Context: an optimization exercise on an open-source flow, tuned for small area, a short achievable clock period and few clock cycles per item. The choices shown serve that exercise and are no tape-out recipe.
RTL that was checked went through simulation tests only; none was proved equivalent to the original.
Power is estimated from default activity; no workload was simulated.

Setup of lane 3:
// breakpoint_address_table_unit
module breakpoint_address_table_unit (
   input  logic                   clock,
   input  logic                   reset,
   input  logic                   req_valid,
   output logic                   req_ready,
   input  logic [1:0]             req_operation,
   input  logic [bat_pkg::ADDR_W-1:0]      req_address,
   output logic                   rsp_valid,
   input  logic                   rsp_ready,
   output logic                   rsp_success,
   output logic [bat_pkg::COUNT_OUT_W-1:0] rsp_entry_count
);
Size in the first run: about 650 flip-flops.
clock: 6.0 ns
lec_check: 0
cap_margin: 20
core_margin: 2
core_utilization: 70
cts_buf_list: sky130_fd_sc_hd__clkbuf_16
cts_cluster_diameter: 100
cts_cluster_size: 30
place_density: 0.85
setup_slack_margin: 3.8
slew_margin: 20
run.sh (not shown) runs the stock make flow with config.mk's settings and CLKGATE_MAP_FILE= SYNTH_SCRIPT=/design/flow/synth_recipe.tcl, a recipe that flattens the netlist after the stock synthesis.
What lane 5 does differently from lane 3 at the input level:
- PLACE_DENSITY removed (was 0.85)
- CORE_UTILIZATION changed from 70 to 65
- SETUP_SLACK_MARGIN changed from 3.8 to 3.7
Summary of lane 5 over lane 3: global-route wire length before repair saw an increase; final area saw little to no change; final period utilization saw a decrease; portion of total power attributed to the clock network saw an increase. Changes observed in lane 5 relative to lane 3: wire length per cell decreased 0.42 um; layout-stage area growth over the synthesis result went up 0.18 points. Lane 3 -> lane 5: summed instance area of the synthesized netlist delta 0, exact match.
Function was not checked in any run of this note: the RTL went through the layout flow alone.


== job 101 ==
The RTL this note starts from:
==> flow/design.v <==
package bat_pkg;
   localparam int TABLE_ENTRIES = 16;
   localparam int ADDR_W        = 32;
   localparam int COUNT_OUT_W   = 5;
   localparam int CNT_W         = $clog2(TABLE_ENTRIES + 1);
   typedef enum logic [1:0] {
      OP_CHECK  = 2'd0,
      OP_SET    = 2'd1,
      OP_DELETE = 2'd2,
      OP_CLEAR  = 2'd3
   } op_type;
   localparam logic [1:0] DELTA_SAME = 2'd0;
   localparam logic [1:0] DELTA_INC  = 2'd1;
   localparam logic [1:0] DELTA_DEC  = 2'd2;
   localparam logic [1:0] DELTA_ZERO = 2'd3;
endpackage
module bat_ctrl (
   input  logic        clock,
   input  logic        reset,
   input  logic        req_valid,
   output logic        req_ready,
   output logic        req_fire,
   input  logic        pend_valid,   
   input  logic        res_valid,    
   input  logic        res_success,
   input  logic [bat_pkg::COUNT_OUT_W-1:0] res_count,
   input  logic [1:0]  res_delta,    
   output logic        rsp_valid,
   input  logic        rsp_ready,
   output logic        rsp_success,
   output logic [bat_pkg::COUNT_OUT_W-1:0] rsp_entry_count
);
   localparam int CW = bat_pkg::COUNT_OUT_W;
   localparam int RW = CW + 1;
   localparam int DW = 3;
   logic [3:0]    qv_ff;             
   logic [RW-1:0] h_ff;              
   logic [DW-1:0] d_ff [1:3];        
   logic [RW-1:0] res;
   logic [DW-1:0] res_d;
   logic          pop;
   logic          ready_ff;
   logic [3:0]    qv_sh, qv_push, qv_in;
   logic [DW-1:0] d_sh [1:3];
   logic [RW-1:0] h_next;
   logic [CW-1:0] h_cnt, next_cnt;
   assign res   = {res_success, res_count};
   assign res_d = {res_success, res_delta};
   assign pop   = qv_ff[0] && rsp_ready;
   assign req_ready = ready_ff;
   assign req_fire  = req_valid && ready_ff;
   logic          ov_ff;
   logic [RW-1:0] o_ff;
   assign rsp_valid       = ov_ff;
   assign rsp_success     = o_ff[RW-1];
   assign rsp_entry_count = o_ff[RW-2:0];
   assign h_cnt = h_ff[CW-1:0];
   always_comb begin
      unique case (d_ff[1][1:0])
         bat_pkg::DELTA_SAME: next_cnt = h_cnt;
         bat_pkg::DELTA_INC:  next_cnt = h_cnt + CW'(1);
         bat_pkg::DELTA_DEC:  next_cnt = h_cnt - CW'(1);
         default:             next_cnt = '0;
      endcase
   end
   always_comb begin
      qv_sh   = pop ? {1'b0, qv_ff[3:1]} : qv_ff;
      d_sh[1] = pop ? d_ff[2] : d_ff[1];
      d_sh[2] = pop ? d_ff[3] : d_ff[2];
      d_sh[3] = d_ff[3];
      qv_push = {4{res_valid}} & ~qv_sh & {qv_sh[2:0], 1'b1};
      h_next  = !qv_sh[0] ? res : {d_ff[1][DW-1], next_cnt};
   end
   assign qv_in = qv_sh | qv_push;
   always_ff @(posedge clock) begin
      if (reset) begin
         qv_ff    <= '0;
         ready_ff <= 1'b1;
      end else begin
         qv_ff    <= qv_in;
         ready_ff <= req_fire ? (pend_valid ? !qv_in[1] : !qv_in[2])
                              : (pend_valid ? !qv_in[2] : !qv_in[3]);
      end
   end
   always_ff @(posedge clock) begin
      if (reset) ov_ff <= 1'b0;
      else       ov_ff <= qv_ff[1] || (ov_ff && !rsp_ready) || res_valid;
   end
   always_ff @(posedge clock) begin
      h_ff <= (qv_sh[0] && !pop) ? o_ff : h_next;
      o_ff <= (qv_sh[0] && !pop) ? h_ff : h_next;
      for (int k = 1; k < 4; k++) begin
         d_ff[k] <= qv_sh[k] ? d_sh[k] : res_d;
      end
   end
endmodule
module bat_datapath (
   input  logic                            clock,
   input  logic                            reset,
   input  logic                            req_fire,
   input  logic [1:0]                      req_operation,
   input  logic [bat_pkg::ADDR_W-1:0]      req_address,
   output logic                            pend_valid,
   output logic                            res_valid,
   output logic                            res_success,
   output logic [bat_pkg::COUNT_OUT_W-1:0] res_count,
   output logic [1:0]                      res_delta
);
   localparam int N = bat_pkg::TABLE_ENTRIES;
   logic [bat_pkg::ADDR_W-1:0] addr_ff [N];
   logic [N-1:0]               valid_ff;
   logic [bat_pkg::CNT_W-1:0]  count_ff;
   logic                       v0_ff;
   logic [1:0]                 op0_ff;
   logic [bat_pkg::ADDR_W-1:0] key0_ff;
   logic                       v_ff;
   logic [1:0]                 op_ff;
   logic [bat_pkg::ADDR_W-1:0] key_ff;
   logic [N-1:0]               eq_ff;      
   logic [N-1:0] eq_in;
   logic         fwd;
   logic [N-1:0] match, alloc;
   logic [N-1:0] alloc_ff;     
   logic [N-1:0] alloc_in, alloc_after_claim, alloc_after_delete;
   function automatic logic [N-1:0] lowest_free(input logic [N-1:0] used);
      logic [N-1:0] r;
      logic         found;
      found = 1'b0;
      for (int i = 0; i < N; i++) begin
         r[i]  = !used[i] && !found;
         found = found || !used[i];
      end
      lowest_free = r;
   endfunction
   logic         hit, full, is_chk, is_set, is_del, is_clr, claim, drop;
   logic [N-1:0] valid_in;
   logic [bat_pkg::CNT_W-1:0] count_in;
   always_comb begin
      fwd = (key_ff == key0_ff);
      for (int i = 0; i < N; i++) begin
         eq_in[i] = alloc[i] ? fwd : (addr_ff[i] == key0_ff);
      end
   end
   always_ff @(posedge clock) begin
      if (reset) begin
         v0_ff <= 1'b0;
         v_ff  <= 1'b0;
      end else begin
         v0_ff <= req_fire;
         v_ff  <= v0_ff;
      end
      op0_ff  <= req_operation;
      key0_ff <= req_address;
      op_ff   <= op0_ff;
      key_ff  <= key0_ff;
      eq_ff  <= eq_in;
   end
   always_comb begin
      is_chk = v_ff && (op_ff == bat_pkg::OP_CHECK);
      is_set = v_ff && (op_ff == bat_pkg::OP_SET);
      is_del = v_ff && (op_ff == bat_pkg::OP_DELETE);
      is_clr = v_ff && (op_ff == bat_pkg::OP_CLEAR);
      for (int i = 0; i < N; i++) begin
         match[i] = valid_ff[i] && eq_ff[i];
      end
      hit  = |match;
      full = count_ff[bat_pkg::CNT_W-1];
      alloc = alloc_ff;
      claim = is_set && !hit && !full;
      alloc_after_claim  = lowest_free(valid_ff | alloc_ff);
      alloc_after_delete = lowest_free(valid_ff & ~({N{is_del}} & match));
      if (is_clr)     alloc_in = {{(N-1){1'b0}}, 1'b1};
      else if (claim) alloc_in = alloc_after_claim;
      else            alloc_in = alloc_after_delete;
      drop  = is_del && hit;
      for (int i = 0; i < N; i++) begin
         valid_in[i] = !is_clr && ((valid_ff[i] && !(is_del && match[i])) || (claim && alloc[i]));
      end
      if (is_clr)     count_in = '0;
      else if (claim) count_in = count_ff + bat_pkg::CNT_W'(1);
      else if (drop)  count_in = count_ff - bat_pkg::CNT_W'(1);
      else            count_in = count_ff;
      res_success = hit || is_clr || (is_set && !full);
   end
   assign pend_valid = v0_ff;
   assign res_valid  = v_ff;
   assign res_count = bat_pkg::COUNT_OUT_W'(count_in);
   assign res_delta = is_clr ? bat_pkg::DELTA_ZERO :
                      claim  ? bat_pkg::DELTA_INC  :
                      drop   ? bat_pkg::DELTA_DEC  : bat_pkg::DELTA_SAME;
   always_ff @(posedge clock) begin
      if (reset) begin
         valid_ff <= '0;
         count_ff <= '0;
         alloc_ff <= {{(N-1){1'b0}}, 1'b1};
      end else begin
         valid_ff <= valid_in;
         count_ff <= count_in;
         alloc_ff <= alloc_in;
      end
      for (int i = 0; i < N; i++) begin
         if (alloc[i]) addr_ff[i] <= key_ff;
      end
   end
endmodule
module breakpoint_address_table_unit (
   input  logic                   clock,
   input  logic                   reset,
   input  logic                   req_valid,
   output logic                   req_ready,
   input  logic [1:0]             req_operation,
   input  logic [bat_pkg::ADDR_W-1:0]      req_address,
   output logic                   rsp_valid,
   input  logic                   rsp_ready,
   output logic                   rsp_success,
   output logic [bat_pkg::COUNT_OUT_W-1:0] rsp_entry_count
);
   logic                            req_fire;
   logic                            pend_valid;
   logic                            res_valid;
   logic                            res_success;
   logic [bat_pkg::COUNT_OUT_W-1:0] res_count;
   logic [1:0]                      res_delta;
   bat_ctrl u_ctrl (
      .clock           (clock),
      .reset           (reset),
      .req_valid       (req_valid),
      .req_ready       (req_ready),
      .req_fire        (req_fire),
      .pend_valid      (pend_valid),
      .res_valid       (res_valid),
      .res_success     (res_success),
      .res_count       (res_count),
      .res_delta       (res_delta),
      .rsp_valid       (rsp_valid),
      .rsp_ready       (rsp_ready),
      .rsp_success     (rsp_success),
      .rsp_entry_count (rsp_entry_count)
   );
   bat_datapath u_datapath (
      .clock         (clock),
      .reset         (reset),
      .req_fire      (req_fire),
      .req_operation (req_operation),
      .req_address   (req_address),
      .pend_valid    (pend_valid),
      .res_valid     (res_valid),
      .res_success   (res_success),
      .res_count     (res_count),
      .res_delta     (res_delta)
   );
endmodule
==> flow/config.mk <==
export PLATFORM = sky130hd
export DESIGN_NAME = breakpoint_address_table_unit
export DESIGN_NICKNAME = breakpoint_address_table_unit
export VERILOG_FILES = /design/flow/design.v
export SDC_FILE = /design/flow/constraint.sdc
export NUM_CORES = 4
export LEC_CHECK = 0
export CAP_MARGIN = 20
export CORE_MARGIN = 2
export CORE_UTILIZATION = 65
export CTS_BUF_LIST = sky130_fd_sc_hd__clkbuf_16
export CTS_CLUSTER_DIAMETER = 90
export CTS_CLUSTER_SIZE = 27
export SETUP_SLACK_MARGIN = 3.75
export SLEW_MARGIN = 20
==> flow/constraint.sdc <==
create_clock -name core_clock -period 6.0 [get_ports {clock}]
set_input_delay 1.2000 -clock core_clock [delete_from_list [all_inputs] [get_ports {clock}]]
set_output_delay 1.2000 -clock core_clock [all_outputs]
set_load 0.01 [all_outputs]
standard.sh (not shown) runs the stock make flow with config.mk's settings and CLKGATE_MAP_FILE= SYNTH_SCRIPT=/design/flow/synth_recipe.tcl, a recipe that flattens the netlist after the stock synthesis.
==> flow/flow/run.sh <==
#!/bin/bash
set -euo pipefail
bash standard.sh "BUFFER_PORTS_ARGS=-buffer_cell sky130_fd_sc_hd__buf_2" finish > make_finish.log 2>&1
Both conditions hold for job 101: the flow ran to the end and the final layout passed the timing, design-rule and antenna checks.
Testbench counts of job 101, summed over its fixed seeds: cycles 6,012, items 6,000.
Here is what was changed in the inputs of job 102 compared with job 101.
- CTS_CLUSTER_SIZE now 24, was 27
- CTS_CLUSTER_DIAMETER now 80, was 90
## What came out
- Job 102 vs job 101 — number of clock-tree buffers in the layout rose 4.
- In the flow results for job 102 and job 101, the global-route wire length before repair is larger on job 102.
- The final reports for job 102 and job 101 show amount of wire on met3 after detailed routing lower in the former.
- Of job 102 and job 101, it is job 102 that has the higher part of the total power dissipated in the clock network.
- In the tables for job 102 and job 101, post-cts gate resize count reads lower with job 101.
- Job 101 → job 102: insertion delay of the later-clocked pin in the worst-skew pair saw a decrease; worst setup slack saw an increase.
- Cell count: job 102 higher than job 101
- Min number of buffers other than clock buffers in the final layout across job 102 and job 101: job 101
- No stage failed in job 102, and the final checks on the layout all came back clean.
- Job 102 has power above what job 101 had.


Starts from the design.v that is shown in full above.
==> flow/config.mk <==
export PLATFORM = sky130hd
export DESIGN_NAME = breakpoint_address_table_unit
export DESIGN_NICKNAME = breakpoint_address_table_unit
export VERILOG_FILES = /design/flow/design.v
export SDC_FILE = /design/flow/constraint.sdc
export NUM_CORES = 4
export LEC_CHECK = 0
export CAP_MARGIN = 20
export CORE_MARGIN = 2
export CORE_UTILIZATION = 65
export CTS_BUF_LIST = sky130_fd_sc_hd__clkbuf_16
export CTS_CLUSTER_DIAMETER = 100
export CTS_CLUSTER_SIZE = 30
export SETUP_SLACK_MARGIN = 3.75
export SLEW_MARGIN = 20
==> flow/constraint.sdc <==
create_clock -name core_clock -period 6.0 [get_ports {clock}]
set_input_delay 1.2000 -clock core_clock [delete_from_list [all_inputs] [get_ports {clock}]]
set_output_delay 1.2000 -clock core_clock [all_outputs]
set_load 0.01 [all_outputs]
Scripts as last shown in full above: flow/flow/run.sh
Testbench counts at the start, summed over its fixed seeds: cycles 6,012, items 6,000.
Next try:
Settings changed: SETUP_SLACK_MARGIN 3.75 to 3.7.
Result: Worst setup slack loses 49 ps; clock power is about the same; power barely changes; final cell count stays flat; sequential share of layout area went up by 0.39 points; core utilization is lower by 0.46 points; global-route usage rises by 0.12 points.


breakpoint_address_table_unit, a different RTL version from the one above (not shown whole).
Size: roughly 1,600 cells after synthesis, about 620 flip-flops.
export LEC_CHECK = 0
export CAP_MARGIN = 20
export CORE_MARGIN = 2
export CORE_UTILIZATION = 40
export SETUP_SLACK_MARGIN = 3.7
export SLEW_MARGIN = 20
create_clock -name core_clock -period 6.0 [get_ports {clock}]
run.sh (not shown) runs the stock make flow with config.mk's settings and CLKGATE_MAP_FILE= SYNTH_SCRIPT=/design/flow/synth_recipe.tcl, a recipe that flattens the netlist after the stock synthesis.
Stock flow here: none of the scripts above is used.
Edit:
--- a/flow/config.mk
+++ b/flow/config.mk
@@ -10 +10,2 @@
-export CORE_UTILIZATION = 40
+export CORE_UTILIZATION = 65
+export CTS_BUF_LIST = sky130_fd_sc_hd__clkbuf_4 sky130_fd_sc_hd__clkbuf_8
The changed run passed the timing, design-rule and antenna checks.
Core utilization came out higher by 28 points.
Routed wire length came out lower by 8.0%.
Via count climbs by about 0.6%.
Final cell count goes down by 12%.
Sequential cell count does not change.
Total power decreases by 5.4%.
Non-clock buffer count went down by 60.
No functional check of the RTL was part of any run of this note.


wip/fjord:
breakpoint_address_table_unit, a different RTL version from the one above (not shown whole).
Size: roughly 650 flip-flops, roughly 46 I/O pins.
## breakpoint_address_table_unit
module breakpoint_address_table_unit (
   input  logic                   clock,
   input  logic                   reset,
   input  logic                   req_valid,
   output logic                   req_ready,
   input  logic [1:0]             req_operation,
   input  logic [bat_pkg::ADDR_W-1:0]      req_address,
   output logic                   rsp_valid,
   input  logic                   rsp_ready,
   output logic                   rsp_success,
   output logic [bat_pkg::COUNT_OUT_W-1:0] rsp_entry_count
);
==> flow/config.mk <==
export PLATFORM = sky130hd
export DESIGN_NAME = breakpoint_address_table_unit
export DESIGN_NICKNAME = breakpoint_address_table_unit
export VERILOG_FILES = /design/flow/design.v
export SDC_FILE = /design/flow/constraint.sdc
export NUM_CORES = 4
export LEC_CHECK = 0
export CAP_MARGIN = 20
export CORE_MARGIN = 2
export CORE_UTILIZATION = 65
export CTS_BUF_LIST = sky130_fd_sc_hd__clkbuf_16
export CTS_CLUSTER_DIAMETER = 100
export CTS_CLUSTER_SIZE = 30
export SETUP_SLACK_MARGIN = 3.75
export SLEW_MARGIN = 20
==> flow/constraint.sdc <==
create_clock -name core_clock -period 6.0 [get_ports {clock}]
set_input_delay 1.2000 -clock core_clock [delete_from_list [all_inputs] [get_ports {clock}]]
set_output_delay 1.2000 -clock core_clock [all_outputs]
set_load 0.01 [all_outputs]
standard.sh (not shown) runs the stock make flow with config.mk's settings and CLKGATE_MAP_FILE= SYNTH_SCRIPT=/design/flow/synth_recipe.tcl, a recipe that flattens the netlist after the stock synthesis.
Scripts as last shown in full above: flow/flow/run.sh
No stage failed in wip/fjord, and the final checks on the layout all came back clean.
Testbench counts of wip/fjord, summed over its fixed seeds: cycles 6,012, items 6,000.
Inputs modified between wip/fjord and wip/violet:
- changing CORE_UTILIZATION from 65 to 72
==> summary.txt <==
wip/violet vs wip/fjord: signed area change from the synthesized netlist to the final layout down. Compared with wip/fjord, height of the die in wip/violet decreased by a few percent. Going from wip/fjord to wip/violet, number of global-route vias before repair now sits higher; number of nets in the layout fell by 9; arrival time of data at the critical path endpoint held steady. wip/violet against wip/fjord: total via count in the routed design shows an increase of about 0.7%; core occupancy in the finished layout has increased.
Input changes introduced in wip/ember (baseline for comparison: wip/violet):
- CORE_UTILIZATION changed from 72 to 65
- SETUP_SLACK_MARGIN changed from 3.75 to 3.8
[summary]
In summary, wip/ember completed successfully, with a layout that passed the timing, design-rule and antenna checks.
The final reports for wip/ember and wip/violet show register fraction of the total cell area lower in the former.
Compared with wip/violet, wip/ember shows a higher design area.
Going from wip/violet to wip/ember, final cell utilization of the core shrinks by 7.4 points.

-- re-timing with driven ports --
The results above use ideal ports. As a check the final layouts listed here were re-extracted and re-timed, cells and wires unchanged. Step 1: set_driving_cell puts a clkbuf_16 on clock and a buf_2 on each other input, an assumption about the parent block. Step 2 times the ports against the registers' clock, not the clock port: input delays grow and output delays shrink by t, the midpoint of the rising clock arrivals with the driver on. a / b / c = ideal / step 1 / step 2; a / b = the first two.
run | t, ns | setup WS [ns] | worst slew at a driven data input, ns
lane 3 | 0.639 | 3.639 / 3.628 / 3.020 | 0.05
lane 5 | 0.662 | 3.660 / 3.610 / 3.063 | 0.06
job 101 | 0.674 | 3.723 / 3.669 / 3.280 | 0.04
job 102 | 0.643 | 3.765 / 3.707 / 3.284 | 0.03
the first run of note 3 | 0.662 | 3.728 / 3.673 / 3.271 | 0.04
the second run of note 3 | 0.657 | 3.679 / 3.665 / 3.223 | 0.04
the first run of note 4 | 0.655 | 3.605 / 3.604 / 2.949 | 0.08
the second run of note 4 | 0.712 | 3.624 / 3.573 / 2.966 | 0.04
wip/fjord | 0.659 | 3.667 / 3.606 / 3.324 | 0.05
wip/violet | 0.643 | 3.683 / 3.628 / 3.325 | 0.04
wip/ember | 0.650 | 3.660 / 3.603 / 3.398 | 0.05
After both steps every run listed still meets setup and hold. For the second run of note 4, which loses most, drivers alone change the setup slack by -0.051 ns; drivers and shift together by -0.658 ns.
